This is an optimization exercise on Yosys and OpenROAD, whose aim is small area, a short achievable clock period and few clock cycles per item, not a production implementation.
In this exercise RTL edits were held to simulation tests only and were not proved equivalent to the original.
Power and IR drop assume default switching activity.

## flow/design.v (module list and top-level ports; edited modules follow where they fit)
// module strassen_mul_pipe: 3146 lines
// module strassen_seq_mac: 85 lines
module strassen_seq_mac #(
  parameter int WIDTH   = 16,
  parameter int MUL_LAT = 2
) (
  input  logic                       clk,
  input  logic                       rst_n,
  input  logic                       in_valid,
  output logic                       in_ready,
  input  logic [4*WIDTH-1:0]         a_i,
  input  logic [4*WIDTH-1:0]         b_i,
  output logic                       out_valid,
  input  logic                       out_ready,
  output logic [4*(2*WIDTH+1)-1:0]   c_o,
  output logic                       busy
);
  // ...
==> flow/flow/run.sh <==
#!/bin/bash
# Own layout flow: the standard synthesis, then an inverter clean-up of the
# synthesized netlist (polfix.py: full adders take whichever polarity needs the
# fewest inverters), then the standard layout steps from floorplan to finish.
# flow/extra.txt lists extra make variables, one per line: a setup margin
# (ns) that asks ORFS's timing repair to aim below the design's period, and
# the cell buffer_ports uses for the port buffers.
set -euo pipefail
W=$(pwd)
R=$W/orfs/results/${FLOW_PLATFORM}/strassen_seq_mac/base
EXTRA=()
if [[ -f flow/extra.txt ]]; then
  while read -r kv; do [[ -n "$kv" ]] && EXTRA+=("$kv"); done < flow/extra.txt
fi
bash standard.sh synth > "$W/synth.log" 2>&1
cp "$R/1_2_yosys.v" "$W/synth_netlist.v"
LIB=$(ls "$FLOW_HOME/platforms/$FLOW_PLATFORM/lib/"*tt_025C_1v80.lib | head -1)
python3 flow/polfix.py "$W/synth_netlist.v" "$W/polfix_netlist.v" "$LIB" > "$W/polfix.log" 2>&1
cp "$W/polfix_netlist.v" "$R/1_2_yosys.v"
rm -f "$R/1_synth.odb" "$R/1_synth.sdc"
bash standard.sh "${EXTRA[@]}" finish > "$W/layout.log" 2>&1
test -f "$W/out/final.def"
==> flow/flow/extra.txt <==
SETUP_SLACK_MARGIN=7
BUFFER_PORTS_ARGS=-buffer_cell sky130_fd_sc_hd__buf_2
==> flow/flow/polfix.py <==
#!/usr/bin/env python3
"""Inverter clean-up for a Yosys gate netlist (sky130hd), between synthesis and floorplan.

Full adders are self-dual: fa(~a, ~b, ~c) = (~cout, ~sum).  Yosys's extract_fa leaves an
inverter on many adder-to-adder links.  This pass gives each fa cell a polarity (flipped or
not), removes every inverter cell whose output is not a port, and adds back one inverter per
signal whose complement some pin still needs.  Gates with a complementary cell (and2/nand2,
a21o/a21oi, ...) are swapped to that cell when every load wants the complement.
The logic function of every register input and output port is unchanged; registers are not
touched.

usage: polfix.py IN.v OUT.v [LIBERTY]
With a liberty file, the choice weighs cell areas (an inverter against a swap of a gate
for its complement); without one, it counts inverters.
"""
import random
import re
import sys

PFX = "sky130_fd_sc_hd__"

# complementary cells: same inputs, output X <-> Y
PAIRS = [
    ("and2", "nand2"), ("and3", "nand3"), ("and4", "nand4"),
    ("or2", "nor2"), ("or3", "nor3"), ("or4", "nor4"),
    ("xor2", "xnor2"), ("xor3", "xnor3"),
    ("a21o", "a21oi"), ("a211o", "a211oi"), ("a2111o", "a2111oi"),
    ("a22o", "a22oi"), ("a221o", "a221oi"), ("a311o", "a311oi"),
    ("a31o", "a31oi"), ("a32o", "a32oi"), ("a41o", "a41oi"),
    ("o21a", "o21ai"), ("o211a", "o211ai"), ("o2111a", "o2111ai"),
    ("o22a", "o22ai"), ("o221a", "o221ai"), ("o311a", "o311ai"),
    ("o31a", "o31ai"), ("o32a", "o32ai"), ("o41a", "o41ai"),
    ("a21bo", "a21boi"), ("o21ba", "o21bai"),
]
SIZES = {
    "and2": [0, 1, 2, 4], "nand2": [1, 2, 4, 8], "and3": [1, 2, 4], "nand3": [1, 2, 4],
    "and4": [1, 2, 4], "nand4": [1, 2, 4], "or2": [0, 1, 2, 4], "nor2": [1, 2, 4, 8],
    "or3": [1, 2, 4], "nor3": [1, 2, 4], "or4": [1, 2, 4], "nor4": [1, 2, 4],
    "xor2": [1, 2, 4], "xnor2": [1, 2, 4], "xor3": [1, 2, 4], "xnor3": [1, 2, 4],
    "a21o": [1, 2, 4], "a21oi": [1, 2, 4], "a211o": [1, 2, 4], "a211oi": [1, 2, 4],
    "a2111o": [1, 2, 4], "a2111oi": [0, 1, 2, 4], "a22o": [1, 2, 4], "a22oi": [1, 2, 4],
    "a221o": [1, 2, 4], "a221oi": [1, 2, 4], "a311o": [1, 2, 4], "a311oi": [1, 2, 4],
    "a31o": [1, 2, 4], "a31oi": [1, 2, 4], "a32o": [1, 2, 4], "a32oi": [1, 2, 4],
    "a41o": [1, 2, 4], "a41oi": [1, 2, 4], "o21a": [1, 2, 4], "o21ai": [0, 1, 2, 4],
    "o211a": [1, 2, 4], "o211ai": [1, 2, 4], "o2111a": [1, 2, 4], "o2111ai": [1, 2, 4],
    "o22a": [1, 2, 4], "o22ai": [1, 2, 4], "o221a": [1, 2, 4], "o221ai": [1, 2, 4],
    "o311a": [1, 2, 4], "o311ai": [0, 1, 2, 4], "o31a": [1, 2, 4], "o31ai": [1, 2, 4],
    "o32a": [1, 2, 4], "o32ai": [1, 2, 4], "o41a": [1, 2, 4], "o41ai": [1, 2, 4],
    "a21bo": [1, 2, 4], "a21boi": [0, 1, 2, 4], "o21ba": [1, 2, 4], "o21bai": [1, 2, 4],
}
COMP = {}
for a, b in PAIRS:
    COMP[a] = b
    COMP[b] = a
OUTPINS = {"X", "Y", "Q", "Q_N", "SUM", "COUT", "HI", "LO"}


def base_size(t):
    m = re.match(r"(\w+?)_(\d+)$", t)
    return m.group(1), int(m.group(2))


def comp_cell(t):
    b, s = base_size(t)
    if b not in COMP:
        return None
    c = COMP[b]
    sizes = SIZES[c]
    s2 = s if s in sizes else min(sizes, key=lambda z: (abs(z - s), -z))
    return f"{c}_{s2}"


def out_pin(b):
    # X for non-inverting cells, Y for inverting ones
    return "Y" if (b.endswith("i") or b.startswith("n") or b == "xnor2" or b == "xnor3"
                   or b in ("a21boi", "o21bai")) else "X"


CELL_RE = re.compile(r"^(\s*)(" + PFX + r"\w+)\s+(\S+)\s*\((.*?)\);\s*$", re.S | re.M)
PIN_RE = re.compile(r"\.(\w+)\(\s*(\\\S+\s|[^()\s][^()]*?)?\s*\)")


def norm(n):
    return n.strip() if n else None


def fmt(n):
    return n + " " if n.startswith("\\") else n


AREA = {}


def load_areas(lib):
    cur = None
    for line in open(lib):
        m = re.match(r'\s*cell\s*\(\s*"?' + PFX + r'(\w+)"?\s*\)', line)
        if m:
            cur = m.group(1)
            continue
        m = re.match(r"\s*area\s*:\s*([0-9.]+)", line)
        if m and cur and cur not in AREA:
            AREA[cur] = float(m.group(1))


def area(t):
    return AREA.get(t, 0.0)


def main():
    src, dst = sys.argv[1], sys.argv[2]
    if len(sys.argv) > 3:
        load_areas(sys.argv[3])
    INV_COST = area("inv_1") if AREA else 1.0
    text = open(src).read()
    mods = text.count("\nmodule ")
    assert mods == 1 or text.startswith("module") , "expects one flat module"

    # ports
    hdr = re.search(r"module\s+\S+\s*\((.*?)\);", text, re.S)
    outports = set()
    for m in re.finditer(r"^\s*output\s+(\[\d+:\d+\]\s*)?(\S+);", text, re.M):
        rng, name = m.group(1), m.group(2)
        if rng:
            hi, lo = map(int, re.findall(r"\d+", rng))
            for i in range(min(hi, lo), max(hi, lo) + 1):
                outports.add(f"{name}[{i}]")
        else:
            outports.add(name)
    if re.search(r"^\s*assign\b", text, re.M):
        # assigns would be loads we cannot see; give up safely
        sys.stderr.write("polfix: netlist has assign statements; copying unchanged\n")
        open(dst, "w").write(text)
        return

    cells = []  # dict(type, name, pins{pin: net}, span)
    for m in CELL_RE.finditer(text):
        pins = {}
        for pm in PIN_RE.finditer(m.group(4)):
            pins[pm.group(1)] = norm(pm.group(2))
        cells.append({"type": m.group(2)[len(PFX):], "name": m.group(3), "pins": pins,
                      "span": m.span(), "indent": m.group(1)})

    drv = {}
    loads = {}
    for ci, c in enumerate(cells):
        for p, n in c["pins"].items():
            if n is None:
                continue
            if p in OUTPINS:
                drv[n] = (ci, p)
            else:
                loads.setdefault(n, []).append((ci, p))

    def is_inv(ci):
        c = cells[ci]
        b, _ = base_size(c["type"])
        return b in ("inv", "clkinv") and c["pins"].get("Y") not in outports

    inv = set(ci for ci in range(len(cells)) if is_inv(ci))

    def resolve(n):
        par = 0
        seen = 0
        while n in drv and drv[n][0] in inv:
            n = cells[drv[n][0]]["pins"]["A"]
            par ^= 1
            seen += 1
            if seen > 1000:
                raise RuntimeError("inverter loop")
        return n, par

    # load pins (non-inverter cells) with their root and parity
    lp = []  # (ci, pin, root, par)
    for ci, c in enumerate(cells):
        if ci in inv:
            continue
        for p, n in c["pins"].items():
            if p in OUTPINS or n is None:
                continue
            r, par = resolve(n)
            lp.append((ci, p, r, par))
    port_roots = {}
    for o in outports:
        r, par = resolve(o)
        if (r, par) != (o, 0):
            port_roots.setdefault(r, set()).add(par)
    for o in outports:
        if o in drv and drv[o][0] not in inv:
            port_roots.setdefault(o, set()).add(0)

    fa = [ci for ci, c in enumerate(cells) if base_size(c["type"])[0] == "fa"]
    x = {ci: 0 for ci in fa}

    def root_cell(r):
        d = drv.get(r)
        return d[0] if d else None

    by_root = {}
    for k, (ci, p, r, par) in enumerate(lp):
        by_root.setdefault(r, []).append(k)
    roots_of_fa = {ci: set() for ci in fa}
    for k, (ci, p, r, par) in enumerate(lp):
        if ci in x:
            roots_of_fa[ci].add(r)
    for ci in fa:
        for p in ("SUM", "COUT"):
            n = cells[ci]["pins"].get(p)
            if n is not None:
                roots_of_fa[ci].add(n)

    def needs(r):
        rc = root_cell(r)
        xr = x.get(rc, 0) if rc is not None else 0
        s = set()
        for k in by_root.get(r, []):
            ci, p, _, par = lp[k]
            s.add(par ^ xr ^ x.get(ci, 0))
        for par in port_roots.get(r, ()):
            s.add(100 + (par ^ xr))  # ports: marker values
        return s

    def cost(r):
        s = needs(r)
        if 101 in s and r in outports:
            return 1000
        pol = set(v % 100 for v in s)
        rc = root_cell(r)
        swappable = rc is not None and comp_cell(cells[rc]["type"]) is not None \
            and r not in outports and not any(v >= 100 for v in s)
        if swappable:
            t = cells[rc]["type"]
            if pol == {1}:
                return area(comp_cell(t)) - area(t)
            return 0 if len(pol) <= 1 else INV_COST
        return INV_COST if 1 in pol else 0

    base_cost = sum(cost(r) for r in by_root) + sum(cost(r) for r in port_roots if r not in by_root)
    rng = random.Random(1)
    total = base_cost
    for it in range(30):
        order = list(fa)
        rng.shuffle(order)
        improved = 0
        for ci in order:
            rs = roots_of_fa[ci]
            before = sum(cost(r) for r in rs)
            x[ci] ^= 1
            after = sum(cost(r) for r in rs)
            if after < before - 1e-9 or (abs(after - before) < 1e-9 and rng.random() < 0.1):
                total += after - before
                if after < before - 1e-9:
                    improved += 1
            else:
                x[ci] ^= 1
        if improved == 0 and it > 3:
            break
    sys.stderr.write(f"polfix: {len(inv)} inverters, {len(fa)} adders; cost {base_cost:.1f} -> {total:.1f}\n")

    # rebuild
    newpins = {}  # ci -> {pin: net}
    newtype = {}
    extra = []
    wires = []
    allroots = set(by_root) | set(port_roots)
    cnt = 0
    for r in sorted(allroots, key=str):
        rc = root_cell(r)
        xr = x.get(rc, 0) if rc is not None else 0
        s = needs(r)
        pol = set(v % 100 for v in s)
        swap = False
        if rc is not None and comp_cell(cells[rc]["type"]) is not None and r not in outports \
                and not any(v >= 100 for v in s) and pol == {1}:
            swap = True
            t2 = comp_cell(cells[rc]["type"])
            newtype[rc] = t2
            b_old = base_size(cells[rc]["type"])[0]
            po = out_pin(b_old)
            pn = out_pin(base_size(t2)[0])
            assert cells[rc]["pins"].get(po) == r, (cells[rc], r)
            d = newpins.setdefault(rc, dict(cells[rc]["pins"]))
            del d[po]
            d[pn] = r
        invnet = None
        if 1 in pol and not swap:
            cnt += 1
            invnet = f"polfix_n{cnt}"
            wires.append(invnet)
            extra.append(f"  {PFX}inv_1 polfix_i{cnt} (\n    .A({fmt(r)}),\n    .Y({invnet})\n  );")
        for k in by_root.get(r, []):
            ci, p, _, par = lp[k]
            want = par ^ xr ^ x.get(ci, 0)
            if swap:
                want ^= 1
            net = invnet if want else r
            d = newpins.setdefault(ci, dict(cells[ci]["pins"]))
            d[p] = net
    # inverters feeding output ports stay; keep their inputs resolved to the root too
    keep_inv = set()
    for o in outports:
        if o in drv and base_size(cells[drv[o][0]]["type"])[0] in ("inv", "clkinv"):
            keep_inv.add(drv[o][0])

    out = []
    pos = 0
    for ci, c in enumerate(cells):
        a, b = c["span"]
        out.append(text[pos:a])
        pos = b
        if ci in inv:
            continue
        t = newtype.get(ci, c["type"])
        pins = newpins.get(ci, c["pins"])
        body = ",\n".join(f"    .{p}({fmt(n) if n is not None else ''})" for p, n in pins.items())
        out.append(f"{c['indent']}{PFX}{t} {c['name']} (\n{body}\n  );\n")
    tail = text[pos:]
    idx = tail.rfind("endmodule")
    decl = "".join(f"  wire {w};\n" for w in wires)
    out.append(tail[:idx] + decl + "\n".join(extra) + "\n" + tail[idx:])
    res = "".join(out)
    open(dst, "w").write(res)
    sys.stderr.write(f"polfix: inverters now {cnt}, swapped {len(newtype)} gates\n")


if __name__ == "__main__":
    main()
==> flow/standard.sh <==
#!/bin/bash
# synth_recipe.tcl (not shown) runs the flow's synth.tcl, then flattens the netlist and writes it again
# the make line also repeats each setting of config.mk as NAME=value (left out here)
make -C /OpenROAD-flow-scripts/flow DESIGN_CONFIG=/design/flow/config.mk WORK_HOME=/design/flow/orfs CLKGATE_MAP_FILE= SYNTH_SCRIPT=/design/flow/synth_recipe.tcl "${@:-finish}"
==> flow/config.mk <==
export PLATFORM = sky130hd
export DESIGN_NAME = strassen_seq_mac
export DESIGN_NICKNAME = strassen_seq_mac
export VERILOG_FILES = /design/flow/design.v
export SDC_FILE = /design/flow/constraint.sdc
export NUM_CORES = 4
export LEC_CHECK = 0
export ABC_CLOCK_PERIOD_IN_PS = 4000
export CAP_MARGIN = 20
export CORE_MARGIN = 2
export CORE_UTILIZATION = 55
export PLACE_DENSITY = 0.65
export SLEW_MARGIN = 20
==> flow/constraint.sdc <==
create_clock -name core_clock -period 11.0 [get_ports {clk}]
set_input_delay 2.2000 -clock core_clock [delete_from_list [all_inputs] [get_ports {clk}]]
set_output_delay 2.2000 -clock core_clock [all_outputs]
set_load 0.01 [all_outputs]
==> results.sh, run 1 <==
export IMPL_ir_drop_mv=0.384
export IMPL_cts_setup_buffers=11
export IMPL_switching_share_pct=46.4
export IMPL_clkPwrFrac_pct=10.7
export IMPL_cts_resized=107
export IMPL_most_common_layout_cells="nand2_1 (2004), fa_1 (1787), edfxtp_1 (748)"
export IMPL_crit_start="u_c11.r1329$_DFFE_PN_"
export IMPL_cts_tree="yes"
export IMPL_top_register="c_q"
export IMPL_grt_max_degree=182
export IMPL_powerClk_mw=3.53
export IMPL_seqCellArea_sq_um=25100
export IMPL_num_vias=54654
export IMPL_cp_num_buf_inv=2
export IMPL_drive_above_1_share_pct=12.7
export IMPL_ant_nets=0
export IMPL_drt_wl_total_mm=248
export IMPL_r2r_setup_slack_ps=6980
export IMPL_max_stage_delay_ps=590
export IMPL_finalCriticalPeriod_ps=4020
export IMPL_bufAreaShareNonClock_pct=4.43
export IMPL_grt_pass1_vias=60592
export IMPL_largestClassByArea="multi-input gates"
export IMPL_coreArea_sq_um=146000
export IMPL_seq_cells=882
export IMPL_syn_inst=6626
export IMPL_clk_latency_ps=770
export IMPL_cts_buffers=102
export IMPL_final_max_slew_viol_count=0
export IMPL_grt_first_pass_wirelength_mm=369
export IMPL_start_util_pct=55.4
export IMPL_tightest_slew_ps=1100
export IMPL_track_usage_pct=33.2
export IMPL_status="finished clean"
export IMPL_fillers=11348
export IMPL_critPathKind="register to register"
export IMPL_rsz0062_at_grt="yes"
export IMPL_area_delta_synth_final_pct=10.9
export IMPL_final_nets=8934
export IMPL_power_per_cell_area_nw_per_um2=369
export IMPL_reg2reg_to="c_q[28]$_DFFE_PN_"
export IMPL_static_leakage_power_nw=33.6
export IMPL_final_core_util_pct=61.5
export IMPL_met1_usage_pct=43.2
export IMPL_seqPwrFrac_pct=20.2
Testbench counts, summed over its fixed seeds: cycles 984, items 960.
==> run 2, diff against run 1 <==
--- a/flow/config.mk
+++ b/flow/config.mk
@@ -10,4 +10,5 @@
 export CORE_MARGIN = 2
 export CORE_UTILIZATION = 55
+export CTS_BUF_LIST = sky130_fd_sc_hd__clkbuf_8
 export PLACE_DENSITY = 0.65
 export SLEW_MARGIN = 20
==> results.sh, run 2 <==
export IMPL_drt_iter0_drc=6523
export IMPL_cts_buffers=160
export IMPL_critPathKind="register to register"
export IMPL_rsz0062_at_grt="yes"
export IMPL_final_max_slew_viol_count=0
export IMPL_grt_first_pass_wirelength_mm=372
export IMPL_start_util_pct=55.4
export IMPL_critPathLaunchType="register"
export IMPL_status="finished clean"
export IMPL_period_share_pct=37.1
export IMPL_cts_sinks=882
export IMPL_max_stage_delay_ps=510
export IMPL_hold_depth=1
export IMPL_reg2reg_to="c_q[28]$_DFFE_PN_"
export IMPL_coreArea_sq_um=146000
export IMPL_die_x_microns=387
export IMPL_ys_warn_count=2
export IMPL_ctsHoldBuffers=0
export IMPL_cp_end_kind="register"
export IMPL_most_common_layout_cells="nand2_1 (2003), fa_1 (1787), edfxtp_1 (748)"
export IMPL_grt_pass1_vias=61155
export IMPL_worst_hold_path_endpoint="sk_a_q[30]$_DFF_P_"
export IMPL_power_per_cell_area_nw_per_um2=367
export IMPL_path_clk_slew_ps=60
export IMPL_finalCriticalPeriod_ps=4080
export IMPL_num_vias=55286
export IMPL_switching_share_pct=46.7
export IMPL_hp_start="sk_a_q[30]$_DFF_P_"
export IMPL_crit_arrival_ps=4720
export IMPL_final_cell_area_sq_um=89700
export IMPL_io_pins=267
export IMPL_multi_input_area_sq_um=53000
export IMPL_firstDrtPassIters=7
export IMPL_final_nets=9015
export IMPL_cts_root_buf="clkbuf_8"
export IMPL_path_common_cell="fa_1"
export IMPL_timing_rr_start="u_c11.r1347$_DFFE_PN_"
export IMPL_max_freq_mhz=245
export IMPL_num_rows=140
export IMPL_switching_power_mw=15.4
export IMPL_drc=0
export IMPL_clkPwrFrac_pct=10.1
export IMPL_layout_commonest_cell="nand2_1"
export IMPL_max_cap_viol_count=0
export IMPL_io_buffers=266
export IMPL_dp_slack_ps=6260
export IMPL_dpl_cell_area_sq_um=84000
export IMPL_syn_area_sq_um=80800
export IMPL_hold_viol_final=0
export IMPL_grt_antenna_before_repair=10
export IMPL_crit_required_ps=11640
export IMPL_p_comb_share_pct=69.6
export IMPL_avgSynthCellArea_sq_um=12.2
export IMPL_clk_latency_ps=960
export IMPL_drt_wl_total_mm=250
export IMPL_clock_path_buffers=3
export IMPL_top_register="c_q"
export IMPL_fin_tns_setup_ps=0
export IMPL_internal_power_mw=17.5
export IMPL_largest_register_ffs=132
export IMPL_clock_skew_ps=59.1
export IMPL_cp_num_buf_inv=2
export IMPL_fp_dieH_microns=387
export IMPL_hold_slack_ps=469
export IMPL_crit_slowest_cell="o41a_1"
export IMPL_fillers=11410
export IMPL_worstPathCellList="fa_1, fa_1, inv_2, ha_4, a21oi_4, nand2_2, o41a_1, a31o_4, a211o_4, a221o_1, buf_4, a21oi_2, xnor2_1"
export IMPL_track_usage_pct=33.5
export IMPL_static_leakage_power_nw=33.9
export IMPL_vias_per_cell=6.18
export IMPL_ir_drop_mv=0.416
export IMPL_hpwl_mm=153
export IMPL_r2r_cells=13
export IMPL_tightest_slew_ps=1110
export IMPL_final_cell_count_no_fill=8949
export IMPL_seqCellArea_sq_um=25100
export IMPL_cts_tree="yes"
export IMPL_finalSetupViolations=0
export IMPL_ant_nets=0
export IMPL_hold_class="register to register"
export IMPL_place_inst=8531
export IMPL_critPathTopFamily="compound AO/OA/AOI/OAI gates"
export IMPL_setup_slack_ps=6920
export IMPL_dieArea_sq_um=150000
export IMPL_syn_inst=6626
export IMPL_grt_overflow=0
export IMPL_r2r_setup_slack_ps=6920
export IMPL_drive_above_1_share_pct=13.6
export IMPL_gp_congestion=0.899
export IMPL_relSlewSlack_pct=25.9
export IMPL_wl_per_cell_microns=27.9
export IMPL_htree_levels=4
export IMPL_area_delta_synth_final_pct=11.1
export IMPL_grt_max_degree=182
export IMPL_synth_nets=8750
export IMPL_crit_path_max_fanout=4
export IMPL_seqPwrFrac_pct=20.3
-- run 2: final cells by class --
| cell class | instances | area share (%) |
|---|---|---|
| flip-flops and latches | 882 | 28.0 |
| inverters | 407 | 1.71 |
| well taps | 1917 | 2.67 |
| multi-input cells | 4923 | 59.1 |
| clock buffers | 181 | 2.78 |
| diodes | 5 | 0.0139 |
| repair buffers | 517 | 4.71 |
| clock inverters | 117 | 0.994 |
-- run 2: per-stage QoR --
step / power, mW / util (%)
floorplan: 21.8 / -
global placement: 27.8 / 57.7
detailed placement: 28.2 / 57.7
CTS: 32.2 / 60.6
global route: 35.8 / 61.6
finish: 32.9 / 61.6
-- run 2: worst max-delay path by stage --
stage / startpoint / to / slack, ps / cells past startpoint
after detailed placement: out_ready / u_c21.r1367$_DFFE_PN_ / 6260 / 5
final: u_c11.r1347$_DFFE_PN_ / c_q[28]$_DFFE_PN_ / 6920 / 13
after global routing: u_c11.r1347$_DFFE_PN_ / c_q[32]$_DFFE_PN_ / 6800 / 12
after floorplan: out_ready / a_q[0]$_DFFE_PN_ / -3110 / 3
after global placement: out_ready / u_c21.r1368$_DFFE_PN_ / 6320 / 5
after CTS: u_c11.r1345$_DFFE_PN_ / c_q[32]$_DFFE_PN_ / 6930 / 12
-- run 2: power groups by stage --
stage | logic, mW | clock network (mW) | registers, mW
floorplan | 15.0 | 0 | 6.80
global route | 25.5 | 3.54 | 6.79
global placement | 21.0 | 0 | 6.72
detailed placement | 21.4 | 0 | 6.75
CTS | 22.1 | 3.40 | 6.69
finish | 22.9 | 3.33 | 6.68
-- run 2: repair_timing --
action,in CTS,in global routing
endpoints found under the setup margin,145,87
resized for setup,110,101
pin swaps,22,27
cloned,6,19
buffers inserted,18,72
-- run 2: routing by layer --
| layer | track usage [%] | routed length [microns] | vias up |
|---|---|---|---|
| met5 | 1.05 | 245 | - |
| met1 | 43.5 | 87900 | 28380 |
| li1 | - | - | 21508 |
| met3 | 11.4 | 36500 | 1052 |
| met4 | 16.0 | 12900 | 14 |
| met2 | 50.8 | 112000 | 4332 |
==> run 3, diff against run 2 <==
--- a/flow/config.mk
+++ b/flow/config.mk
@@ -9,6 +9,6 @@
 export CAP_MARGIN = 20
 export CORE_MARGIN = 2
-export CORE_UTILIZATION = 55
+export CORE_UTILIZATION = 65
 export CTS_BUF_LIST = sky130_fd_sc_hd__clkbuf_8
-export PLACE_DENSITY = 0.65
+export PLACE_DENSITY = 0.75
 export SLEW_MARGIN = 20
==> results.sh, run 3 <==
export IMPL_status="finished clean"
export IMPL_fp_dieH_microns=357
export IMPL_r2r_cells=12
export IMPL_fillers=8083
export IMPL_hold_depth=1
export IMPL_crit_required_ps=11670
export IMPL_gp_congestion=0.898
export IMPL_dp_slack_ps=5480
export IMPL_ctsHoldBuffers=0
export IMPL_syn_inst=6626
export IMPL_finalSetupViolations=0
export IMPL_static_leakage_power_nw=33.7
export IMPL_hpwl_mm=149
export IMPL_clk_latency_ps=980
export IMPL_num_vias=56728
export IMPL_max_stage_delay_ps=550
export IMPL_setup_slack_ps=6880
export IMPL_hold_class="register to register"
export IMPL_start_util_pct=65.4
export IMPL_wl_per_cell_microns=28.3
export IMPL_grt_overflow=0
export IMPL_grt_first_pass_wirelength_mm=365
export IMPL_crit_path_max_fanout=4
export IMPL_vias_per_cell=6.56
export IMPL_clock_path_buffers=3
export IMPL_grt_pass1_vias=62759
export IMPL_grt_max_degree=184
export IMPL_cts_root_buf="clkbuf_8"
export IMPL_coreArea_sq_um=123000
export IMPL_clock_skew_ps=84.8
export IMPL_max_freq_mhz=243
export IMPL_clkPwrFrac_pct=9.5
export IMPL_multi_input_area_sq_um=52900
export IMPL_fin_tns_setup_ps=0
export IMPL_power_per_cell_area_nw_per_um2=366
export IMPL_final_nets=8993
export IMPL_io_buffers=266
export IMPL_drive_above_1_share_pct=12.8
export IMPL_critPathLaunchType="register"
export IMPL_syn_area_sq_um=80800
export IMPL_path_common_cell="fa_1"
export IMPL_num_rows=129
export IMPL_tightest_slew_ps=1100
export IMPL_ant_nets=0
export IMPL_relSlewSlack_pct=26.9
export IMPL_top_register="c_q"
export IMPL_largest_register_ffs=132
export IMPL_drt_wl_total_mm=244
export IMPL_max_cap_viol_count=0
export IMPL_htree_levels=4
export IMPL_rsz0062_at_grt="yes"
export IMPL_critPathTopFamily="compound AO/OA/AOI/OAI gates"
export IMPL_drt_iter0_drc=7100
export IMPL_avgSynthCellArea_sq_um=12.2
export IMPL_period_share_pct=37.4
export IMPL_cp_depth=12
export IMPL_path_clk_slew_ps=60
export IMPL_internal_power_mw=17.3
export IMPL_cts_tree="yes"
export IMPL_cts_buffers=154
export IMPL_synth_nets=8750
export IMPL_most_common_layout_cells="nand2_1 (2005), fa_1 (1787), edfxtp_1 (748)"
export IMPL_final_max_slew_viol_count=0
export IMPL_ir_drop_mv=0.381
export IMPL_firstDrtPassIters=7
export IMPL_die_x_microns=357
export IMPL_finalCriticalPeriod_ps=4120
export IMPL_io_pins=267
export IMPL_ys_warn_count=2
export IMPL_dieArea_sq_um=127000
export IMPL_crit_slowest_cell="fa_1"
export IMPL_layout_commonest_cell="nand2_1"
export IMPL_crit_arrival_ps=4790
export IMPL_switching_power_mw=15.2
export IMPL_drc=0
export IMPL_p_comb_share_pct=69.9
export IMPL_critPathKind="register to register"
export IMPL_worstPathCellList="fa_1, fa_1, inv_2, ha_4, a21oi_4, nand2_1, o41a_1, a31o_4, a211o_4, a221o_1, a221oi_2, o21bai_1"
export IMPL_track_usage_pct=39.3
export IMPL_grt_antenna_before_repair=11
export IMPL_seqPwrFrac_pct=20.6
export IMPL_area_delta_synth_final_pct=9.96
export IMPL_seqCellArea_sq_um=25100
export IMPL_switching_share_pct=46.8
export IMPL_hold_slack_ps=469
export IMPL_hold_viol_final=0
export IMPL_cts_sinks=882
export IMPL_cp_num_buf_inv=1
export IMPL_cp_end_kind="register"
[run 3: changes by cell type in the layout (fill, tap and decap cells not counted), moves of 6 or more]
cell,before,now
buf_4,160,140
clkbuf_8,184,165
diode_2,5,14
buf_6,31,39
ha_1,183,191
ha_4,7,1
[run 3: power by group through the flow]
stage | logic [mW] | registers (mW) | clock network (mW)
5_1_grt | 25.0 | 6.80 | 3.26
6_report | 22.7 | 6.69 | 3.09
4_1_cts | 21.7 | 6.69 | 3.12
2_1_floorplan | 15.0 | 6.80 | 0
3_3_place_gp | 20.7 | 6.70 | 0
3_5_place_dp | 21.2 | 6.75 | 0
[run 3: worst paths after layout]
kind	startpoint	end	slack [ps]
setup / recovery	u_c11.r1347$_DFFE_PN_	c_q[32]$_DFFE_PN_	6880
hold / removal	sk_a_q[10]$_DFF_P_	sk_a_q[10]$_DFF_P_	470
hold reg to reg	sk_a_q[10]$_DFF_P_	sk_a_q[10]$_DFF_P_	470
setup reg to reg	u_c11.r1347$_DFFE_PN_	c_q[32]$_DFFE_PN_	6880
[run 3: worst reg2reg max path: stages (launching register included)]
cell	delay [ps]
edfxtp_1	400
fa_1	520
fa_1	550
inv_2	50
ha_4	250
a21oi_4	120
nand2_1	70
o41a_1	510
a31o_4	290
a211o_4	350
a221o_1	370
a221oi_2	250
o21bai_1	100
[run 3: layout make-up]
| type | instances | area share [%] |
|---|---|---|
| multi-input cells | 4923 | 59.6 |
| inverters | 407 | 1.72 |
| well taps | 1637 | 2.31 |
| flip-flops and latches | 882 | 28.3 |
| clock inverters | 119 | 0.907 |
| repair buffers | 499 | 4.58 |
| repair inverters | 2 | 0.0113 |
| clock buffers | 165 | 2.56 |
| diodes | 14 | 0.0394 |
[run 3: layer usage]
layer | global-route usage, % | wire length, microns | share of wire (%)
met1 | 48.2 | 76500 | 31
met2 | 58.3 | 107000 | 44
met3 | 15.8 | 39900 | 16
met4 | 25.2 | 20900 | 8.5
met5 | 0.519 | 215 | 0.088
[run 3: metrics by stage]
| step | utilization (%) | area (sq um) | total power [mW] | instances |
|---|---|---|---|---|
| 2_1_floorplan | - | 80800 | 21.8 | 6626 |
| 3_3_place_gp | 67.8 | 83700 | 27.4 | 8251 |
| 3_5_place_dp | 67.8 | 83700 | 28.0 | 8251 |
| 4_1_cts | 70.9 | 87600 | 31.5 | 8565 |
| 5_1_grt | 71.9 | 88800 | 35.1 | 8642 |
| 6_report | 71.9 | 88800 | 32.5 | 8648 |
[run 3: timing repair]
item	4_1_cts	5_1_grt
cloned	8	19
setup buffers	22	49
setup endpoints to repair	512	82
gates resized for setup	94	91
pin swaps	6	25
==> run 4, diff against run 3 <==
--- a/flow/config.mk
+++ b/flow/config.mk
@@ -9,6 +9,4 @@
 export CAP_MARGIN = 20
 export CORE_MARGIN = 2
-export CORE_UTILIZATION = 65
-export CTS_BUF_LIST = sky130_fd_sc_hd__clkbuf_8
-export PLACE_DENSITY = 0.75
+export CORE_UTILIZATION = 40
 export SLEW_MARGIN = 20
==> results.sh, run 4 <==
export IMPL_syn_inst=6626
export IMPL_finalCriticalPeriod_ps=4000
export IMPL_dieArea_sq_um=206000
export IMPL_clk_latency_ps=810
export IMPL_cp_num_buf_inv=1
export IMPL_firstDrtPassIters=6
export IMPL_crit_path_max_fanout=32
export IMPL_hpwl_mm=162
export IMPL_fp_dieH_microns=453
export IMPL_cts_root_buf="clkbuf_16"
export IMPL_most_common_layout_cells="nand2_1 (2003), fa_1 (1784), edfxtp_1 (748)"
export IMPL_wl_met3_mm=30.7
export IMPL_max_cap_viol_count=0
export IMPL_htree_levels=3
export IMPL_gp_congestion=0.871
export IMPL_avgSynthCellArea_sq_um=12.2
export IMPL_wl_per_cell_microns=27.2
export IMPL_power_per_cell_area_nw_per_um2=368
export IMPL_crit_arrival_ps=4520
export IMPL_routed_top_layer="met5"
export IMPL_met2_length_mm=119
export IMPL_synth_nets=8750
export IMPL_dp_slack_ps=5690
export IMPL_power_mw=33.5
export IMPL_grt_antenna_before_repair=9
export IMPL_ys_warn_count=2
export IMPL_drt_iter0_drc=5129
export IMPL_static_leakage_power_nw=33.7
export IMPL_finalSetupViolations=0
export IMPL_syn_area_sq_um=80800
export IMPL_final_cell_count_no_fill=9556
export IMPL_fin_tns_setup_ps=0
export IMPL_relSlewSlack_pct=17.8
export IMPL_status="finished clean"
export IMPL_hold_slack_ps=469
export IMPL_num_vias=54426
export IMPL_io_buffers=266
export IMPL_max_stage_delay_ps=610
export IMPL_vias_per_cell=5.70
export IMPL_grt_overflow=0
export IMPL_crit_required_ps=11530
export IMPL_cp_end_kind="register"
export IMPL_final_nets=8931
export IMPL_grt_pass1_vias=61174
export IMPL_start_util_pct=40.3
export IMPL_critPathLaunchType="register"
export IMPL_cts_sinks=882
export IMPL_drive_above_1_share_pct=12.9
export IMPL_grt_max_degree=175
export IMPL_met1_length_mm=91.6
export IMPL_setup_slack_ps=7000
export IMPL_ir_drop_mv=0.339
export IMPL_track_usage_pct=25.3
export IMPL_final_core_util_pct=45.4
export IMPL_tightest_slew_ps=1230
export IMPL_ctsHoldBuffers=0
export IMPL_area_delta_synth_final_pct=12.4
export IMPL_num_rows=164
export IMPL_coreArea_sq_um=200000
export IMPL_clock_path_buffers=3
export IMPL_io_pins=267
export IMPL_largest_register_ffs=132
export IMPL_critPathKind="register to register"
export IMPL_ant_nets=0
export IMPL_max_freq_mhz=250
export IMPL_top_register="c_q"
export IMPL_path_common_cell="fa_1"
export IMPL_crit_slowest_cell="fa_1"
export IMPL_path_clk_slew_ps=60
export IMPL_layout_commonest_cell="nand2_1"
export IMPL_grt_first_pass_wirelength_mm=384
export IMPL_drt_wl_total_mm=259
export IMPL_rsz0062_at_grt="yes"
export IMPL_hold_class="register to register"
export IMPL_period_share_pct=36.3
export IMPL_final_cell_area_sq_um=90800
export IMPL_dpl_cell_area_sq_um=85000
export IMPL_clock_skew_ps=40.7
export IMPL_final_max_slew_viol_count=0
export IMPL_critPathTopFamily="adder cells"
export IMPL_die_x_microns=453
export IMPL_cts_buffers=104
export IMPL_cts_tree="yes"
export IMPL_place_inst=9271
export IMPL_hold_viol_final=0
export IMPL_drc=0
export IMPL_worstPathCellList="buf_4, nand2_1, fa_1, fa_1, fa_1, fa_1, fa_1"
## run 4: per-layer routing
layer / vias to the layer above / track usage (%)
met3: 1171 / 6.62
met2: 3769 / 40.6
li1: 21297 / -
met1: 28173 / 31.5
met5: - / 0
met4: 16 / 13.3
## run 4: layout make-up
type / count / area [sq um]
antenna: 1 / 2.50
clock buffer: 152 / 3170
clock inverter: 46 / 584
fill: 18095 / 109000
inverter: 407 / 1530
multi-input combinational: 4923 / 53100
sequential: 882 / 25100
tap: 2656 / 3320
timing repair buffer: 488 / 3940
timing repair inverter: 1 / 5.00
## run 4: final timing paths
path,startpoint,end,slack [ps],cells past startpoint
min,sk_a_q[3]$_DFF_P_,sk_a_q[3]$_DFF_P_,470,1
max reg2reg,b_q[7]$_DFFE_PN_,u_c11.r1392$_DFFE_PN_,7000,7
min reg2reg,sk_a_q[3]$_DFF_P_,sk_a_q[3]$_DFF_P_,470,1
max,b_q[7]$_DFFE_PN_,u_c11.r1392$_DFFE_PN_,7000,7
## run 4: what timing repair did
item / in CTS / in global routing
setup endpoints to repair: 563 / 367
setup buffers: 20 / 42
pin swaps: 28 / 27
resized for setup: 115 / 106
cloned: 7 / 17
## run 4: where the power goes
part / leakage [nW] / internal (mW) / total (mW) / switching (mW)
clock network: 1.84 / 2.23 / 3.77 / 1.54
logic: 23.2 / 9.56 / 23.0 / 13.4
registers: 8.70 / 6.20 / 6.73 / 0.529
==> run 5, diff against run 4 <==
--- a/flow/flow/polfix.py
+++ b/flow/flow/polfix.py
@@ -210,11 +210,40 @@
                 roots_of_fa[ci].add(n)
 
-    def needs(r):
+    # half adders: with both inputs inverted, sum is unchanged and the carry is a NOR,
+    # so such a half adder becomes xor2 + nor2 (the same area) fed by the true signals
+    partner = {}
+    ha_k = {}
+    for k, (ci, p, r, par) in enumerate(lp):
+        if base_size(cells[ci]["type"])[0] == "ha" and p in ("A", "B"):
+            ha_k.setdefault(ci, {})[p] = k
+    for ci, d in ha_k.items():
+        if "A" in d and "B" in d:
+            partner[d["A"]] = d["B"]
+            partner[d["B"]] = d["A"]
+    for ci in fa:
+        extra_roots = set()
+        for r in roots_of_fa[ci]:
+            for k in by_root.get(r, []):
+                if k in partner:
+                    extra_roots.add(lp[partner[k]][2])
+        roots_of_fa[ci] |= extra_roots
+
+    def want(k):
+        ci, p, r, par = lp[k]
         rc = root_cell(r)
         xr = x.get(rc, 0) if rc is not None else 0
+        return par ^ xr ^ x.get(ci, 0)
+
+    def absorbed(k):
+        return k in partner and want(k) == 1 and want(partner[k]) == 1
+
+    def needs(r):
         s = set()
+        rc = root_cell(r)
+        xr = x.get(rc, 0) if rc is not None else 0
         for k in by_root.get(r, []):
-            ci, p, _, par = lp[k]
-            s.add(par ^ xr ^ x.get(ci, 0))
+            if absorbed(k):
+                continue
+            s.add(want(k))
         for par in port_roots.get(r, ()):
             s.add(100 + (par ^ xr))  # ports: marker values
@@ -261,4 +290,5 @@
     newpins = {}  # ci -> {pin: net}
     newtype = {}
+    split_ha = set()
     extra = []
     wires = []
@@ -291,8 +321,13 @@
         for k in by_root.get(r, []):
             ci, p, _, par = lp[k]
-            want = par ^ xr ^ x.get(ci, 0)
+            if absorbed(k):
+                split_ha.add(ci)
+                d = newpins.setdefault(ci, dict(cells[ci]["pins"]))
+                d[p] = r
+                continue
+            w = want(k)
             if swap:
-                want ^= 1
-            net = invnet if want else r
+                w ^= 1
+            net = invnet if w else r
             d = newpins.setdefault(ci, dict(cells[ci]["pins"]))
             d[p] = net
@@ -313,4 +348,13 @@
         t = newtype.get(ci, c["type"])
         pins = newpins.get(ci, c["pins"])
+        if ci in split_ha:
+            a_, b_ = fmt(pins["A"]), fmt(pins["B"])
+            if pins.get("SUM"):
+                out.append(f"{c['indent']}{PFX}xor2_1 {c['name']}_x (\n    .A({a_}),\n    .B({b_}),\n"
+                           f"    .X({fmt(pins['SUM'])})\n  );\n")
+            if pins.get("COUT"):
+                out.append(f"{c['indent']}{PFX}nor2_1 {c['name']}_n (\n    .A({a_}),\n    .B({b_}),\n"
+                           f"    .Y({fmt(pins['COUT'])})\n  );\n")
+            continue
         body = ",\n".join(f"    .{p}({fmt(n) if n is not None else ''})" for p, n in pins.items())
         out.append(f"{c['indent']}{PFX}{t} {c['name']} (\n{body}\n  );\n")
@@ -321,5 +365,6 @@
     res = "".join(out)
     open(dst, "w").write(res)
-    sys.stderr.write(f"polfix: inverters now {cnt}, swapped {len(newtype)} gates\n")
+    sys.stderr.write(f"polfix: inverters now {cnt}, swapped {len(newtype)} gates, "
+                     f"split {len(split_ha)} half adders\n")
 
 
--- a/flow/config.mk
+++ b/flow/config.mk
@@ -9,4 +9,5 @@
 export CAP_MARGIN = 20
 export CORE_MARGIN = 2
-export CORE_UTILIZATION = 40
+export CORE_UTILIZATION = 55
+export PLACE_DENSITY = 0.65
 export SLEW_MARGIN = 20
==> results.sh, run 5 <==
export IMPL_start_util_pct=55.5
export IMPL_wl_met3_mm=35.8
export IMPL_fp_dieH_microns=385
export IMPL_seqCellArea_sq_um=25100
export IMPL_max_cap_viol_count=0
export IMPL_hold_viol_final=0
export IMPL_grt_antenna_before_repair=18
export IMPL_syn_inst=6502
export IMPL_cts_buffers=100
export IMPL_static_leakage_power_nw=31.7
export IMPL_dieArea_sq_um=148000
export IMPL_ant_nets=0
export IMPL_timing_rr_start="u_c11.r1333$_DFFE_PN_"
export IMPL_ir_drop_mv=0.403
export IMPL_reg2reg_to="c_q[32]$_DFFE_PN_"
export IMPL_grt_pass1_vias=59804
export IMPL_r2r_setup_slack_ps=7000
export IMPL_cp_end_kind="register"
export IMPL_vias_per_cell=6.26
export IMPL_drt_wl_total_mm=245
export IMPL_crit_arrival_ps=4510
export IMPL_grt_overflow=0
export IMPL_crit_end="c_q[32]$_DFFE_PN_"
export IMPL_power_mw=32.6
export IMPL_cts_sinks=882
export IMPL_io_buffers=266
export IMPL_relSlewSlack_pct=31.5
export IMPL_r2r_cells=11
export IMPL_hold_slack_ps=469
export IMPL_max_freq_mhz=250
export IMPL_top_register="c_q"
export IMPL_coreArea_sq_um=144000
export IMPL_tightest_slew_ps=1030
export IMPL_final_nets=8666
export IMPL_period_share_pct=36.4
export IMPL_fillers=11086
export IMPL_path_clk_slew_ps=60
export IMPL_crit_required_ps=11510
export IMPL_power_per_cell_area_nw_per_um2=368
export IMPL_routed_top_layer="met5"
export IMPL_layout_commonest_cell="nand2_1"
export IMPL_hold_depth=1
export IMPL_num_vias=54222
export IMPL_area_delta_synth_final_pct=11.0
export IMPL_drive_above_1_share_pct=12.8
export IMPL_num_rows=139
export IMPL_drt_iter0_drc=6253
export IMPL_crit_path_max_fanout=3
export IMPL_cts_tree="yes"
export IMPL_clk_latency_ps=780
export IMPL_htree_levels=3
export IMPL_syn_area_sq_um=79800
export IMPL_final_max_slew_viol_count=0
export IMPL_hpwl_mm=150
export IMPL_most_common_layout_cells="nand2_1 (2005), fa_1 (1785), edfxtp_1 (748)"
export IMPL_firstDrtPassIters=7
export IMPL_finalSetupViolations=0
export IMPL_drc=0
export IMPL_die_x_microns=385
export IMPL_cts_root_buf="clkbuf_16"
export IMPL_wl_per_cell_microns=28.3
export IMPL_clock_skew_ps=37.4
export IMPL_multi_input_area_sq_um=53200
export IMPL_synth_nets=8498
export IMPL_track_usage_pct=33.3
export IMPL_ctsHoldBuffers=0
export IMPL_largest_register_ffs=132
export IMPL_crit_start="u_c11.r1333$_DFFE_PN_"
export IMPL_rsz0062_at_grt="yes"
export IMPL_avgSynthCellArea_sq_um=12.3
export IMPL_gp_congestion=0.895
export IMPL_critPathKind="register to register"
export IMPL_met2_length_mm=109
export IMPL_io_pins=267
export IMPL_met1_length_mm=83.6
export IMPL_hold_class="register to register"
export IMPL_critPathLaunchType="register"
export IMPL_clock_path_buffers=3
export IMPL_finalCriticalPeriod_ps=4000
export IMPL_grt_max_degree=169
export IMPL_status="finished clean"
export IMPL_grt_first_pass_wirelength_mm=362
export IMPL_ys_warn_count=2
[run 5: how the worst min path moves through the flow]
| stage | slack [ps] | start | endpoint |
|---|---|---|---|
| global placement | 450 | sk_b_q[40]$_DFF_P_ | sk_b_q[40]$_DFF_P_ |
| global route | 480 | sk_b_q[57]$_DFF_P_ | sk_b_q[57]$_DFF_P_ |
| detailed placement | 460 | sk_b_q[48]$_DFF_P_ | sk_b_q[48]$_DFF_P_ |
| floorplan | 450 | sk_a_q[0]$_DFF_P_ | sk_a_q[0]$_DFF_P_ |
| CTS | 470 | sk_a_q[11]$_DFF_P_ | sk_a_q[11]$_DFF_P_ |
| finish | 470 | sk_b_q[37]$_DFF_P_ | sk_b_q[37]$_DFF_P_ |
[run 5: metal layers]
| layer | up-vias | GRT usage (%) |
|---|---|---|
| met5 | - | 0.487 |
| met2 | 4184 | 50.9 |
| li1 | 21001 | - |
| met1 | 27778 | 43.2 |
| met4 | 28 | 15.6 |
| met3 | 1231 | 11.4 |
[run 5: power breakdown]
group          switching, mW  internal [mW]
logic                   13.3           9.13
clock network           1.50           2.02
registers              0.489           6.20
[run 5: what timing repair did]
item,4_1_cts,5_1_grt
setup endpoints to repair,140,119
buffers inserted,8,43
cloned,5,21
pin swaps,17,23
resized for setup,108,100
[run 5: critical path: stages (launching register included)]
cell and delay, ps:
edfxtp_1 410, fa_2 600, fa_2 470, xor2_2 180
o21ai_1 160, a211oi_2 80, o41a_1 480, a31o_4 300
a211o_4 350, a221o_1 350, a221oi_2 270, o21bai_1 80
[run 5: metrics by stage]
| step | area, sq um | setup slack [ps] | cells | setup TNS, ps | util [%] |
|---|---|---|---|---|---|
| after floorplan | 79800 | -3110 | 6502 | -2327350 | - |
| after global placement | 83100 | 5780 | 8394 | 0 | 57.8 |
| after detailed placement | 83100 | 5680 | 8394 | 0 | 57.8 |
| after CTS | 87300 | 7000 | 8596 | 0 | 60.7 |
| after global routing | 88700 | 6900 | 8661 | 0 | 61.6 |
| final | 88700 | 7000 | 8662 | 0 | 61.6 |
[run 5: layout make-up]
| cell class | count | share of cell area (%) |
|---|---|---|
| Multi-Input combinational cell | 5051 | 60.0 |
| Sequential cell | 882 | 28.4 |
| Timing Repair Buffer | 480 | 4.42 |
| Clock buffer | 134 | 3.16 |
| Tap cell | 1903 | 2.69 |
| Clock inverter | 55 | 0.711 |
| Inverter | 155 | 0.660 |
| Antenna cell | 2 | 0.00565 |
==> run 6, diff against run 5 <==
==> flow/flow/extra.txt (replaced) <==
SETUP_SLACK_MARGIN=7.3
BUFFER_PORTS_ARGS=-buffer_cell sky130_fd_sc_hd__buf_2
==> results.sh, run 6 <==
export IMPL_start_util_pct=55.5
export IMPL_grt_worst_endpoint="c_q[30]$_DFFE_PN_/D"
export IMPL_grt_overflow=0
export IMPL_die_x_microns=385
export IMPL_dp_slack_ps=5540
export IMPL_tool_error="[ERROR DRT-1231] Pin _14745_/A does not have access point"
export IMPL_ctsHoldBuffers=0
export IMPL_fp_dieH_microns=385
export IMPL_synth_nets=8498
export IMPL_track_usage_pct=35.5
export IMPL_num_rows=139
export IMPL_io_pins=267
export IMPL_cts_buffers=102
export IMPL_io_buffers=266
export IMPL_hpwl_mm=152
export IMPL_cts_root_buf="clkbuf_16"
export IMPL_grt_max_degree=148
export IMPL_status="stopped before the end"
export IMPL_htree_levels=3
export IMPL_syn_area_sq_um=79800
export IMPL_worst_ep_kind="register input"
export IMPL_ys_warn_count=2
export IMPL_grt_first_pass_wirelength_mm=381
export IMPL_clock_path_buffers=3
export IMPL_place_inst=8396
export IMPL_grt_antenna_before_repair=15
export IMPL_grt_pass1_vias=61022
export IMPL_gp_congestion=0.908
export IMPL_syn_inst=6502
export IMPL_haltStage="detailed routing (5_2_route)"
export IMPL_avgSynthCellArea_sq_um=12.3
export IMPL_dpl_cell_area_sq_um=83100
[run 6: power by group through the flow]
stage	sequential [mW]	clock (mW)	combinational (mW)
global placement	6.74	0	20.4
global route	6.83	3.83	27.6
CTS	6.71	3.71	22.8
floorplan	6.80	0	15.0
detailed placement	6.76	0	20.8
[run 6: worst max path at each step]
stage,end,slack [ps]
5_1_grt,c_q[30]$_DFFE_PN_,6870
3_3_place_gp,a_q[13]$_DFFE_PN_,5570
4_1_cts,c_q[32]$_DFFE_PN_,7010
3_5_place_dp,a_q[13]$_DFFE_PN_,5540
2_1_floorplan,a_q[0]$_DFFE_PN_,-3110
[run 6: what timing repair did]
item / 4_1_cts / 5_1_grt
resized for setup: 377 / 415
endpoints found under the setup margin: 946 / 393
pin swaps: 133 / 178
setup buffers: 138 / 160
gates cloned: 30 / 26
[run 6: layer usage]
metal	track usage, %
met5	0.682
met3	14.1
met2	53.2
met4	18.0
met1	44.9
==> run 7, diff against run 6 <==
==> flow/flow/extra.txt (replaced) <==
SETUP_SLACK_MARGIN=7
BUFFER_PORTS_ARGS=-buffer_cell sky130_fd_sc_hd__buf_2
--- a/flow/config.mk
+++ b/flow/config.mk
@@ -6,8 +6,10 @@
 export NUM_CORES = 4
 export LEC_CHECK = 0
-export ABC_CLOCK_PERIOD_IN_PS = 4000
+export ABC_CLOCK_PERIOD_IN_PS = 3000
 export CAP_MARGIN = 20
 export CORE_MARGIN = 2
 export CORE_UTILIZATION = 55
+export CTS_CLUSTER_DIAMETER = 120
+export CTS_CLUSTER_SIZE = 24
 export PLACE_DENSITY = 0.65
 export SLEW_MARGIN = 20
==> results.sh, run 7 <==
export IMPL_status="finished clean"
export IMPL_hold_class="register to register"
export IMPL_crit_arrival_ps=4430
export IMPL_final_cell_count_no_fill=8566
export IMPL_final_nets=8620
export IMPL_clock_path_buffers=3
export IMPL_ant_nets=0
export IMPL_htree_levels=2
export IMPL_cts_sinks=882
export IMPL_internal_power_mw=16.1
export IMPL_grt_antenna_before_repair=17
export IMPL_switching_share_pct=48.2
export IMPL_max_cap_viol_count=0
export IMPL_die_x_microns=385
export IMPL_dpl_cell_area_sq_um=83100
export IMPL_path_clk_slew_ps=90
export IMPL_static_leakage_power_nw=30.8
export IMPL_largest_register_ffs=132
export IMPL_cp_end_kind="register"
export IMPL_synth_nets=8498
export IMPL_dp_slack_ps=5680
export IMPL_vias_per_cell=6.27
export IMPL_crit_required_ps=11420
export IMPL_drt_iter0_drc=6167
export IMPL_gp_congestion=0.895
export IMPL_drc=0
export IMPL_coreArea_sq_um=144000
export IMPL_tightest_slew_ps=1110
export IMPL_finalSetupViolations=0
export IMPL_final_cell_area_sq_um=86800
export IMPL_switching_power_mw=15.0
export IMPL_finalCriticalPeriod_ps=4000
export IMPL_drt_wl_total_mm=243
export IMPL_most_common_layout_cells="nand2_1 (2005), fa_1 (1786), edfxtp_1 (748)"
export IMPL_num_rows=139
export IMPL_grt_overflow=0
export IMPL_ir_drop_mv=0.347
export IMPL_setup_slack_ps=7000
export IMPL_wl_per_cell_microns=28.3
export IMPL_grt_first_pass_wirelength_mm=360
export IMPL_avgSynthCellArea_sq_um=12.3
export IMPL_fp_dieH_microns=385
export IMPL_grt_max_degree=169
export IMPL_syn_inst=6502
export IMPL_num_vias=53679
export IMPL_grt_pass1_vias=59175
export IMPL_final_core_util_pct=60.4
export IMPL_area_delta_synth_final_pct=8.73
export IMPL_period_share_pct=36.4
export IMPL_hold_viol_final=0
export IMPL_top_register="c_q"
export IMPL_ys_warn_count=2
export IMPL_fin_tns_setup_ps=0
export IMPL_clk_latency_ps=720
export IMPL_layout_commonest_cell="nand2_1"
export IMPL_hpwl_mm=150
export IMPL_hold_slack_ps=480
export IMPL_rsz0062_at_grt="yes"
export IMPL_ctsHoldBuffers=0
export IMPL_track_usage_pct=33.2
export IMPL_firstDrtPassIters=6
export IMPL_power_mw=31.1
export IMPL_dieArea_sq_um=148000
export IMPL_final_max_slew_viol_count=0
export IMPL_io_pins=267
export IMPL_relSlewSlack_pct=25.8
export IMPL_syn_area_sq_um=79800
export IMPL_clock_skew_ps=63.6
export IMPL_drive_above_1_share_pct=11.6
export IMPL_io_buffers=266
export IMPL_critPathKind="register to register"
export IMPL_cts_tree="yes"
export IMPL_place_inst=8394
export IMPL_cts_buffers=48
export IMPL_power_per_cell_area_nw_per_um2=358
export IMPL_clkPwrFrac_pct=6.8
export IMPL_p_comb_share_pct=71.7
export IMPL_max_freq_mhz=250
export IMPL_cts_root_buf="clkbuf_16"
export IMPL_seqPwrFrac_pct=21.5
export IMPL_start_util_pct=55.5
export IMPL_crit_path_max_fanout=32
export IMPL_critPathLaunchType="register"
[run 7: metal layers]
layer	track usage [%]	wire, microns
met1	43.2	83900
met4	15.2	14400
met2	50.6	109000
met5	0	295
met3	11.4	34800
[run 7: cell type report]
type / count / area, sq um
multi-input combinational: 5051 / 53200
tap: 1903 / 2380
timing repair buffer: 486 / 4010
sequential: 882 / 25100
antenna: 2 / 5.00
inverter: 155 / 586
clock inverter: 14 / 205
fill: 11298 / 57000
clock buffer: 73 / 1320
[run 7: what timing repair did]
item                                    in CTS  in global routing
endpoints found under the setup margin     140                124
resized for setup                          113                 97
gates cloned                                 8                 19
setup buffers                               15                 41
pin swaps                                   19                 21
[run 7: final timing paths]
path	cells after the start	slack (ps)	startpoint	to
worst min-delay path	1	480	sk_b_q[59]$_DFF_P_	sk_b_q[59]$_DFF_P_
worst max-delay path	7	7000	a_q[11]$_DFFE_PN_	u_c12.r1384$_DFFE_PN_
worst max register to register	7	7000	a_q[11]$_DFFE_PN_	u_c12.r1384$_DFFE_PN_
worst min register to register	1	480	sk_b_q[59]$_DFF_P_	sk_b_q[59]$_DFF_P_
[run 7: worst max-delay path, stage by stage, from the launching register on]
cell	delay [ps]
edfxtp_1	330
buf_4	570
nand2_1	200
fa_1	610
fa_1	440
fa_1	520
fa_1	550
fa_1	470
[run 7: power by group through the flow]
stage / clock network [mW] / registers, mW / logic, mW
after floorplan: 0 / 6.80 / 15.0
after global placement: 0 / 6.72 / 20.7
after detailed placement: 0 / 6.76 / 21.0
after CTS: 2.16 / 6.69 / 21.5
after global routing: 2.26 / 6.79 / 24.7
final: 2.12 / 6.67 / 22.3
==> run 8, diff against run 7 <==
--- a/flow/config.mk
+++ b/flow/config.mk
@@ -6,5 +6,5 @@
 export NUM_CORES = 4
 export LEC_CHECK = 0
-export ABC_CLOCK_PERIOD_IN_PS = 3000
+export ABC_CLOCK_PERIOD_IN_PS = 4000
 export CAP_MARGIN = 20
 export CORE_MARGIN = 2
==> results.sh, run 8 <==
export IMPL_status="finished clean"
export IMPL_relSlewSlack_pct=25.8
export IMPL_fillers=11298
export IMPL_multi_input_area_sq_um=53200
export IMPL_hold_class="register to register"
export IMPL_clock_skew_ps=63.6
export IMPL_syn_inst=6502
export IMPL_worstPathCellList="buf_4, nand2_1, fa_1, fa_1, fa_1, fa_1, fa_1"
export IMPL_final_nets=8620
export IMPL_drt_iter0_drc=6167
export IMPL_crit_start="a_q[11]$_DFFE_PN_"
export IMPL_path_common_cell="fa_1"
export IMPL_crit_path_max_fanout=32
export IMPL_grt_first_pass_wirelength_mm=360
export IMPL_cp_end_kind="register"
export IMPL_grt_max_degree=169
export IMPL_largest_register_ffs=132
export IMPL_timing_rr_start="a_q[11]$_DFFE_PN_"
export IMPL_top_register="c_q"
export IMPL_cts_buffers=48
export IMPL_avgSynthCellArea_sq_um=12.3
export IMPL_die_x_microns=385
export IMPL_gp_congestion=0.895
export IMPL_period_share_pct=36.4
export IMPL_clk_latency_ps=720
export IMPL_ys_warn_count=2
export IMPL_finalCriticalPeriod_ps=4000
export IMPL_max_stage_delay_ps=610
export IMPL_io_buffers=266
export IMPL_firstDrtPassIters=6
export IMPL_static_leakage_power_nw=30.8
export IMPL_layout_commonest_cell="nand2_1"
export IMPL_vias_per_cell=6.27
export IMPL_power_mw=31.1
export IMPL_r2r_setup_slack_ps=7000
export IMPL_drive_above_1_share_pct=11.6
export IMPL_start_util_pct=55.5
export IMPL_fp_dieH_microns=385
export IMPL_grt_overflow=0
export IMPL_grt_pass1_vias=59175
export IMPL_io_pins=267
export IMPL_drc=0
export IMPL_num_rows=139
export IMPL_most_common_layout_cells="nand2_1 (2005), fa_1 (1786), edfxtp_1 (748)"
export IMPL_ir_drop_mv=0.347
export IMPL_power_per_cell_area_nw_per_um2=358
export IMPL_path_clk_slew_ps=90
export IMPL_clock_path_buffers=3
export IMPL_htree_levels=2
export IMPL_seqCellArea_sq_um=25100
export IMPL_cts_tree="yes"
export IMPL_hold_viol_final=0
export IMPL_syn_area_sq_um=79800
export IMPL_final_cell_area_sq_um=86800
export IMPL_final_max_slew_viol_count=0
export IMPL_hold_slack_ps=480
export IMPL_wl_per_cell_microns=28.3
export IMPL_ant_nets=0
export IMPL_rsz0062_at_grt="yes"
export IMPL_hp_start="sk_b_q[59]$_DFF_P_"
export IMPL_drt_wl_total_mm=243
export IMPL_crit_slowest_cell="fa_1"
export IMPL_crit_arrival_ps=4430
export IMPL_dieArea_sq_um=148000
export IMPL_final_cell_count_no_fill=8566
export IMPL_cts_root_buf="clkbuf_16"
export IMPL_crit_required_ps=11420
export IMPL_critPathLaunchType="register"
export IMPL_place_inst=8394
export IMPL_track_usage_pct=33.2
export IMPL_grt_antenna_before_repair=17
export IMPL_hpwl_mm=150
export IMPL_finalSetupViolations=0
export IMPL_ctsHoldBuffers=0
export IMPL_synth_nets=8498
export IMPL_area_delta_synth_final_pct=8.73
export IMPL_max_freq_mhz=250
export IMPL_tightest_slew_ps=1110
export IMPL_max_cap_viol_count=0
export IMPL_final_core_util_pct=60.4
export IMPL_coreArea_sq_um=144000
export IMPL_dpl_cell_area_sq_um=83100
export IMPL_num_vias=53679
export IMPL_cts_sinks=882
export IMPL_critPathKind="register to register"
==> run 8: cell type report <==
type | instances | area share (%)
multi-input combinational | 5051 | 61.2
clock buffer | 73 | 1.52
timing repair buffer | 486 | 4.62
antenna | 2 | 0.00577
sequential | 882 | 29.0
tap | 1903 | 2.74
inverter | 155 | 0.675
clock inverter | 14 | 0.236
==> run 8: timing repair <==
item / in CTS / in global routing
endpoints found under the setup margin: 140 / 124
gates resized for setup: 113 / 97
setup buffers: 15 / 41
cloned: 8 / 19
pin swaps: 19 / 21
==> run 8: through the flow <==
stage | setup slack [ps] | TNS [ps]
after CTS | 7000 | 0
after global placement | 5780 | 0
after detailed placement | 5680 | 0
after floorplan | -3110 | -2327350
after global routing | 6890 | 0
final | 7000 | 0
==> run 8: where the power goes <==
group	leakage (nW)	switching, mW	total (mW)	internal, mW
logic	21.3	13.3	22.3	9.04
registers	8.70	0.487	6.67	6.18
clock network	0.730	1.23	2.12	0.890
==> run 8: path summary, 6_finish.rpt <==
| kind | cells past startpoint | to |
|---|---|---|
| worst min-delay path | 1 | sk_b_q[59]$_DFF_P_ |
| worst max-delay path | 7 | u_c12.r1384$_DFFE_PN_ |
| worst max register to register | 7 | u_c12.r1384$_DFFE_PN_ |
| worst min register to register | 1 | sk_b_q[59]$_DFF_P_ |
==> run 8: metal layers <==
metal / GRT usage (%) / vias to the layer above / wire length [microns]
li1: - / 20845 / -
met1: 43.2 / 27549 / 83900
met2: 50.6 / 4156 / 109000
met3: 11.4 / 1103 / 34800
met4: 15.2 / 26 / 14400
met5: 0 / - / 295
==> run 8: critical path: cells and delay by family (launching register included) <==
family                     cells  cell delay (ps)
DFF                            1              330
buffers and inverters          1              570
and+or+nand+nor                1              200
adders and majority gates      5             2590
==> run 9, diff against run 8 <==
==> flow/flow/extra.txt (replaced) <==
SETUP_SLACK_MARGIN=6.9
BUFFER_PORTS_ARGS=-buffer_cell sky130_fd_sc_hd__buf_2
==> results.sh, run 9 <==
export IMPL_status="finished clean"
export IMPL_globalRouteMet2Util_pct=50.3
export IMPL_cts_buffers=48
export IMPL_relSlewSlack_pct=28.8
export IMPL_finalCriticalPeriod_ps=4090
export IMPL_hold_slack_ps=479
export IMPL_most_common_layout_cells="nand2_1 (2004), fa_1 (1793), edfxtp_1 (748)"
export IMPL_crit_end="c_q[32]$_DFFE_PN_"
export IMPL_crit_path_max_fanout=3
export IMPL_period_share_pct=37.2
export IMPL_avgSynthCellArea_sq_um=12.3
export IMPL_drt_wl_total_mm=237
export IMPL_clk_latency_ps=720
export IMPL_critPathKind="register to register"
export IMPL_die_x_microns=385
export IMPL_layout_commonest_cell="nand2_1"
export IMPL_ctsHoldBuffers=0
export IMPL_dieArea_sq_um=148000
export IMPL_htree_levels=2
export IMPL_power_per_cell_area_nw_per_um2=359
export IMPL_syn_inst=6502
export IMPL_firstDrtPassIters=7
export IMPL_crit_start="u_c11.r1333$_DFFE_PN_"
export IMPL_hold_viol_final=0
export IMPL_final_nets=8567
export IMPL_vias_per_cell=6.27
export IMPL_drive_above_1_share_pct=10.6
export IMPL_max_freq_mhz=244
export IMPL_finalSetupViolations=0
export IMPL_cp_depth=11
export IMPL_drt_iter0_drc=5885
export IMPL_cp_end_kind="register"
export IMPL_ant_nets=0
export IMPL_cts_sinks=882
export IMPL_fin_tns_setup_ps=0
export IMPL_met1_usage_pct=42.9
export IMPL_track_usage_pct=32.8
export IMPL_grt_pass1_vias=58878
export IMPL_r2r_setup_slack_ps=6910
export IMPL_grt_antenna_before_repair=17
export IMPL_ir_drop_mv=0.348
export IMPL_grt_max_degree=169
export IMPL_grt_first_pass_wirelength_mm=357
export IMPL_cp_num_buf_inv=0
export IMPL_gp_congestion=0.895
export IMPL_hpwl_mm=150
export IMPL_tightest_slew_ps=1070
export IMPL_seqCellArea_sq_um=25100
export IMPL_static_leakage_power_nw=30.3
export IMPL_io_buffers=266
export IMPL_grt_overflow=0
export IMPL_cts_tree="yes"
export IMPL_final_max_slew_viol_count=0
export IMPL_multi_input_area_sq_um=53000
export IMPL_crit_required_ps=11470
export IMPL_largest_register_ffs=132
export IMPL_cts_root_buf="clkbuf_16"
export IMPL_r2r_cells=11
export IMPL_met3_usage_pct=10.7
export IMPL_fp_dieH_microns=385
export IMPL_critPathLaunchType="register"
export IMPL_drc=0
export IMPL_hold_class="register to register"
export IMPL_clock_skew_ps=62.0
export IMPL_ys_warn_count=2
export IMPL_num_vias=53344
export IMPL_io_pins=267
export IMPL_crit_arrival_ps=4560
export IMPL_start_util_pct=55.5
export IMPL_worstPathCellList="fa_2, fa_1, xor2_2, o21ai_1, a211oi_2, o41a_1, a31o_4, a211o_4, a221o_1, a221oi_2, o21bai_1"
export IMPL_critPathTopFamily="compound AO/OA/AOI/OAI gates"
export IMPL_fillers=11395
export IMPL_num_rows=139
export IMPL_max_stage_delay_ps=600
export IMPL_synth_nets=8498
export IMPL_crit_slowest_cell="fa_2"
export IMPL_clock_path_buffers=3
export IMPL_max_cap_viol_count=0
export IMPL_rsz0062_at_grt="yes"
export IMPL_reg2reg_to="c_q[32]$_DFFE_PN_"
export IMPL_path_clk_slew_ps=90
export IMPL_grt_busiest_layer="met2"
export IMPL_syn_area_sq_um=79800
export IMPL_wl_per_cell_microns=27.9
export IMPL_top_register="c_q"
export IMPL_area_delta_synth_final_pct=7.50
export IMPL_timing_rr_start="u_c11.r1333$_DFFE_PN_"
export IMPL_coreArea_sq_um=144000
run 9: cell type report:
cell class | instances | share of cell area, %
tap | 1903 | 2.77
clock inverter | 14 | 0.239
timing repair buffer | 433 | 3.72
clock buffer | 73 | 1.53
multi-input combinational | 5051 | 61.7
antenna | 3 | 0.00875
inverter | 155 | 0.682
sequential | 882 | 29.3
run 9: routing by layer:
metal / vias to the layer above / share of wire (%)
met1: 27442 / 35
met2: 4039 / 45
met3: 1087 / 14
li1: 20747 / -
met5: - / 0.15
met4: 29 / 5.8
run 9: stage by stage:
stage	instance area [sq um]	instances	power, mW	util [%]	setup WS [ps]
5_1_grt	85800	8512	33.5	59.7	6800
3_3_place_gp	83100	8394	27.4	57.8	5780
4_1_cts	84900	8482	30.2	59.0	6900
3_5_place_dp	83100	8394	27.8	57.8	5680
2_1_floorplan	79800	6502	21.8	-	-3110
6_report	85800	8514	30.8	59.7	6910
run 9: power by group:
part	switching (mW)	internal (mW)	leakage (nW)
Combinational	13.1	8.93	20.8
Sequential	0.484	6.18	8.70
Clock	1.22	0.890	0.730
run 9: worst min path at each step:
stage,startpoint,to,slack [ps],cells after the start
after floorplan,sk_a_q[0]$_DFF_P_,sk_a_q[0]$_DFF_P_,450,1
after detailed placement,sk_b_q[48]$_DFF_P_,sk_b_q[48]$_DFF_P_,460,1
final,sk_a_q[26]$_DFF_P_,sk_a_q[26]$_DFF_P_,480,1
after global placement,sk_b_q[40]$_DFF_P_,sk_b_q[40]$_DFF_P_,450,1
after CTS,sk_b_q[57]$_DFF_P_,sk_b_q[57]$_DFF_P_,480,1
after global routing,sk_b_q[57]$_DFF_P_,sk_b_q[57]$_DFF_P_,490,1
run 9: repair_timing:
item,CTS,global route
endpoints found under the setup margin,92,111
gates resized for setup,55,124
cloned,1,10
setup buffers,0,19
pin swaps,1,30
hold endpoints to repair,0,0

-- static timing again, ports no longer ideal --
No port has a modelled driver above. Below, the same layouts with a new extraction and two added sets of constraints. Step 1: set_driving_cell puts a clkbuf_16 on clk and a buf_2 on each other input, an assumption about the parent block. Step 2, shift: input delay + t, output delay - t, t = (earliest + latest rising clock arrival at the registers) / 2. This alone moves slack from input paths to output paths. a / b / c = no drivers / after step 1 / after step 2; a / b = the first two.
run	shift t [ns]	setup WS [ns]	slew at the worst register clock pin (ns)	worst data-port slew with drivers (ns)
run 1	0.830	6.978 / 6.978 / 6.383	0.07 / 0.07	0.09
run 2	1.004	6.922 / 6.922 / 6.169	0.08 / 0.08	0.08
run 3	1.021	6.885 / 6.885 / 6.196	0.09 / 0.09	0.14
run 4	0.874	7.002 / 7.002 / 6.275	0.07 / 0.07	0.10
run 5	0.839	7.001 / 7.001 / 6.378	0.07 / 0.07	0.08
run 7	0.774	6.997 / 6.997 / 6.536	0.11 / 0.11	0.08
run 8	0.774	6.997 / 6.997 / 6.536	0.11 / 0.11	0.08
run 9	0.772	6.906 / 6.906 / 6.369	0.11 / 0.11	0.08
After both steps setup and hold are still met in every run listed. The setup slack of run 2, which loses most, moves by 0.000 ns with the drivers and by -0.753 ns with both steps.
